From an optimization exercise on the open Yosys and OpenROAD flow, aimed at small area and a short achievable clock period; shortcuts taken in it are not production practice. Where RTL was checked, it was by simulation tests only, not by an equivalence proof against the original. Power is estimated from default activity; no workload was simulated.

Setup of alpha:
Design result_fifo_reader, start of the top module:
module result_fifo_reader #(
  parameter int RESULT_WIDTH = 32,
  parameter int DEPTH_LOG2   = 6,
  parameter int DROP_WIDTH   = 16
) (
  input  logic                    clock,
  input  logic                    resetn,
  input  logic [RESULT_WIDTH-1:0] result_data,
  input  logic                    result_wr_req,
  input  logic                    clear,
  output logic [RESULT_WIDTH-1:0] bus_rd_data,
  output logic                    bus_rd_valid,
  input  logic                    bus_rd_ready,
  output logic [DEPTH_LOG2:0]     fill_count,
  output logic                    full,
  output logic                    overflow,
  output logic [DROP_WIDTH-1:0]   drop_count
);
  localparam int                     DEPTH     = 1 << DEPTH_LOG2;
  localparam logic [DEPTH_LOG2:0]    CNT_ONE   = {{DEPTH_LOG2{1'b0}}, 1'b1};
  localparam logic [DROP_WIDTH-1:0]  DROP_ONE  = {{(DROP_WIDTH-1){1'b0}}, 1'b1};
  logic [RESULT_WIDTH-1:0] row_q [DEPTH];    
  logic [RESULT_WIDTH-1:0] head_d, head_q;   
  logic [DEPTH-1:0]        used_q, used_d;   
  logic [DEPTH_LOG2:0]     count_q, count_d, count_nq;   
  logic                    valid_q, valid_d;
  logic                    full_q, full_d, full_nq;      
  logic                    ovf_q, ovf_d, ovf_nq;         
  logic [DROP_WIDTH-1:0]   drop_q, drop_d, drop_nq;      
  logic                    wr_req_q;
  logic push, pop, accept, discard, grow, shrink, head_zero;
  logic                    empty_q;          
  assign push    = result_wr_req & ~wr_req_q;
  assign pop     = ~empty_q & bus_rd_ready;
  assign accept  = push & (full_nq | pop);
  assign discard = push & ~full_nq & ~pop;
  assign grow    = accept & ~pop;
  assign shrink  = pop & ~accept;
  logic [DEPTH_LOG2:0]   count_up, count_dn;
  logic [DROP_WIDTH-1:0] drop_up;
  logic                  sel_up, sel_dn, sel_keep;
  result_fifo_step #(.W(DEPTH_LOG2 + 1)) u_count_step (
    .q(~count_nq), .up(count_up), .dn(count_dn)
  );
  ...
Size: about 7600 cells after synthesis, roughly 2200 flip-flops, about 95 I/O pins, ~80000 um2 of cells after synthesis.
export LEC_CHECK = 0
export ABC_CLOCK_PERIOD_IN_PS = 2500
export CAP_MARGIN = 20
export CORE_MARGIN = 2
export CORE_UTILIZATION = 65
export CTS_BUF_LIST = sky130_fd_sc_hd__clkbuf_8
export CTS_CLUSTER_DIAMETER = 50
export CTS_CLUSTER_SIZE = 16
export SETUP_SLACK_MARGIN = 2.95
export SLEW_MARGIN = 20
export SYNTH_HIERARCHICAL = 1
create_clock -name core_clock -period 5.5 [get_ports {clock}]
run.sh (not shown) runs the stock make flow with config.mk's settings and CLKGATE_MAP_FILE= SYNTH_SCRIPT=/design/flow/synth_recipe.tcl, a recipe that flattens the netlist after the stock synthesis.
Edits applied to the flow inputs when going from alpha to beta:
==> flow/flow/run.sh (new file) <==
#!/bin/bash
# The standard layout (the standard.sh, standard synthesis included), with one
# change: the port buffers that buffer_ports inserts are buf_4 cells instead of the
# slow delay cell it picks by itself, so the resizer starts from a fast buffer.
set -euo pipefail
export BUFFER_PORTS_ARGS="-buffer_cell sky130_fd_sc_hd__buf_4"
bash standard.sh > standard.log 2>&1
==> flow/standard.sh (new file) <==
#!/bin/bash
# synth_recipe.tcl (not shown) runs the flow's synth.tcl, then flattens the netlist and writes it again
# the make line also repeats each setting of config.mk as NAME=value (left out here)
make -C /OpenROAD-flow-scripts/flow DESIGN_CONFIG=/design/flow/config.mk WORK_HOME=/design/flow/orfs CLKGATE_MAP_FILE= SYNTH_SCRIPT=/design/flow/synth_recipe.tcl "${@:-finish}"
removed: flow/run.sh
Notes after the runs:
Setup slack in beta is larger than in alpha. In beta, number of iterations in the first detailed-routing pass is lower than in alpha. The clock latency reported for the late side of the worst-skew pair was comparable across beta and alpha. Diff alpha -> beta: internal power summed over all cells has decreased; first-pass GRT wire length up about 0.37%; global-route usage level. Status: signed area change from the synthesized netlist to the final layout parity (beta, alpha). Measured against each other, beta and alpha differ in met3 layer usage reported by global route, the lower figure coming from alpha. Of beta and alpha, alpha shows the higher count of buffer and inverter cells on the critical path, with beta below it. Comparing beta with alpha, the final cell count came out essentially unchanged.
diff inputs: beta => gamma
Settings: a change of SETUP_SLACK_MARGIN from 2.95 to 3.15.
[summary]
- Per the comparison of gamma with beta, all-layer global routing usage grew by 0.42 points, portion of netlist area occupied by mux cells held steady, worst-case hold slack shrank by 0.0073 ns, post-route met1 wirelength grew by 1.1%.
- [gamma] fraction of power consumed by combinational cells rose 0.2 points relative to beta
- Between gamma and beta, the minimum clock period figures differ only marginally.
- Number of buffers other than clock buffers in the final layout in gamma is 7.9% above beta.
- Weighted congestion at the end of routability-driven global placement: gamma vs beta — no meaningful difference
- Diff beta -> gamma: clock share of power shows no meaningful change; final cell count went up 0.33%.


result_fifo_reader, a different RTL version from the one above (not shown whole).
Size: roughly 2100 flip-flops, roughly 95 I/O pins.
## result_fifo_reader
module result_fifo_reader #(
  parameter int RESULT_WIDTH = 32,
  parameter int DEPTH_LOG2   = 6,
  parameter int DROP_WIDTH   = 16
) (
  input  logic                    clock,
  input  logic                    resetn,
  input  logic [RESULT_WIDTH-1:0] result_data,
  input  logic                    result_wr_req,
  input  logic                    clear,
  output logic [RESULT_WIDTH-1:0] bus_rd_data,
  output logic                    bus_rd_valid,
  input  logic                    bus_rd_ready,
  output logic [DEPTH_LOG2:0]     fill_count,
  output logic                    full,
  output logic                    overflow,
  output logic [DROP_WIDTH-1:0]   drop_count
);
Settings: LEC_CHECK=0, ABC_CLOCK_PERIOD_IN_PS=2500, CAP_MARGIN=20, CORE_MARGIN=2, CORE_UTILIZATION=40, SETUP_SLACK_MARGIN=3.0, SLEW_MARGIN=20; clock period 5.5 ns.
Stock flow here: none of the scripts above is used.
Next try:
- CORE_UTILIZATION: 40 -> 65
Global-route usage rose by 15 points.
First-iteration DRC count climbs by 45%.
Clock power fell by about 4%.
Combinational power rises by about 2%.
Non-clock buffer count increases by 11.
Design area went down by 2.2%.
Via count came out higher by 4.7%.
Critical path depth drops by 1.
Function was not checked in any run of this note: the RTL went through the layout flow alone.


== amber ==
Another version of the RTL of result_fifo_reader (not shown whole).
Size: roughly 7500 cells after synthesis, roughly 2100 flip-flops, ~95 I/O pins, ~79000 µm² of cells after synthesis.
make LEC_CHECK=0 ABC_CLOCK_PERIOD_IN_PS=2500 CAP_MARGIN=20 CORE_MARGIN=2 CORE_UTILIZATION=75 CTS_BUF_LIST=sky130_fd_sc_hd__clkbuf_8 CTS_CLUSTER_DIAMETER=40 CTS_CLUSTER_SIZE=20 SETUP_SLACK_MARGIN=3.0 SLEW_MARGIN=20 SYNTH_HIERARCHICAL=1 finish   # period 5.5 ns
[inputs] zinc vs amber
- CORE_UTILIZATION changed from 75 to 65
- CTS_CLUSTER_DIAMETER changed from 40 to 50
- CTS_CLUSTER_SIZE changed from 20 to 16
- SETUP_SLACK_MARGIN changed from 3.0 to 3.15
==> flow/flow/run.sh (new file) <==
#!/bin/bash
# The standard layout (the standard.sh, standard synthesis included), with one
# change: the port buffers that buffer_ports inserts are buf_4 cells instead of the
# slow delay cell it picks by itself, so the resizer starts from a fast buffer.
set -euo pipefail
export BUFFER_PORTS_ARGS="-buffer_cell sky130_fd_sc_hd__buf_4"
bash standard.sh > standard.log 2>&1
==> flow/standard.sh (new file) <==
#!/bin/bash
# synth_recipe.tcl (not shown) runs the flow's synth.tcl, then flattens the netlist and writes it again
# the make line also repeats each setting of config.mk as NAME=value (left out here)
make -C /OpenROAD-flow-scripts/flow DESIGN_CONFIG=/design/flow/config.mk WORK_HOME=/design/flow/orfs CLKGATE_MAP_FILE= SYNTH_SCRIPT=/design/flow/synth_recipe.tcl "${@:-finish}"
removed: flow/run.sh
--- outcome ---
Summary of zinc over amber: post-route worst setup slack moved down; die area moved up; worst-case hold slack moved down.
When the final numbers for zinc and amber were put side by side, the number of antenna cells inserted turned out to be greater in amber.
The lower row count of zinc and amber is in amber.
Note that the clock-buffer cell count recorded for amber amounts to 1.07 times the value seen in zinc.
Per the comparison of zinc with amber, normalized max-slew margin up 5.6 points, net switching power figure down about 9%, final area flat.
Number of cells on the worst reg-to-reg path for zinc is higher than for amber.
Going from amber to zinc, ratio of cells with drive above 1 in the final layout shrinks by 0.49 points.
What onyx does differently from zinc at the input level:
- SETUP_SLACK_MARGIN changed from 3.15 to 3.0
==> flow/run.sh (new file) <==
#!/bin/bash
# synth_recipe.tcl (not shown) runs the flow's synth.tcl, then flattens the netlist and writes it again
# the make line also repeats each setting of config.mk as NAME=value (left out here)
make -C /OpenROAD-flow-scripts/flow DESIGN_CONFIG=/design/flow/config.mk WORK_HOME=/design/flow/orfs CLKGATE_MAP_FILE= SYNTH_SCRIPT=/design/flow/synth_recipe.tcl finish
removed: flow/flow/run.sh
removed: flow/standard.sh
### Flow results
On final critical delay including setup and external delays, zinc beats onyx.
Final cycle utilization of the critical path, zinc and onyx, lower one = zinc.
Between zinc and onyx, the wire length is lower for onyx.
The clock slew seen by the registers of the worst setup and hold paths on onyx is in line with that on zinc.
Synthesis-to-finish area growth for onyx is lower than for zinc.
Diff zinc -> onyx | number of inserted diodes | increase of 1

==> separate check: timing with driven ports <==
No port has a modelled driver above. Below, the same layouts with a new extraction and two added sets of constraints. Step 1 sets driving cells, clkbuf_16 on the clock port and buf_2 on the other inputs (assumed; they add their load-dependent delay and slew). Step 2 also shifts input and output timing later by t, the mid clock arrival at the registers, as if the neighbouring blocks saw the same clock. Three values: ideal ports, drivers, drivers and shift; two values: the first two.
run | t, ns | setup slack, ns | hold WS [ns] | slew at the worst register clock pin (ns)
alpha | 1.010 | 2.795 / 2.802 / 1.803 | 0.196 / 0.154 / 0.524 | 0.11 / 0.11
beta | 1.022 | 2.897 / 2.817 / 2.296 | 0.186 / 0.145 / 0.524 | 0.11 / 0.11
gamma | 1.026 | 2.898 / 2.819 / 2.553 | 0.179 / 0.139 / 0.523 | 0.11 / 0.11
the first run of note 2 | 0.916 | 2.790 / 2.708 / 2.238 | 0.471 / 0.471 / 0.471 | 0.07 / 0.07
the second run of note 2 | 0.891 | 2.882 / 2.799 / 2.193 | 0.315 / 0.272 / 0.474 | 0.07 / 0.07
amber | 0.978 | 2.834 / 2.759 / 2.229 | 0.236 / 0.203 / 0.553 | 0.12 / 0.12
zinc | 0.992 | 2.829 / 2.753 / 2.438 | 0.091 / 0.101 / 0.552 | 0.11 / 0.11
onyx | 1.007 | 2.814 / 2.735 / 2.068 | 0.113 / 0.074 / 0.553 | 0.11 / 0.11
After both steps every run listed still meets setup and hold. The setup slack of alpha, which loses most, moves by +0.007 ns with the drivers and by -0.992 ns with both steps.
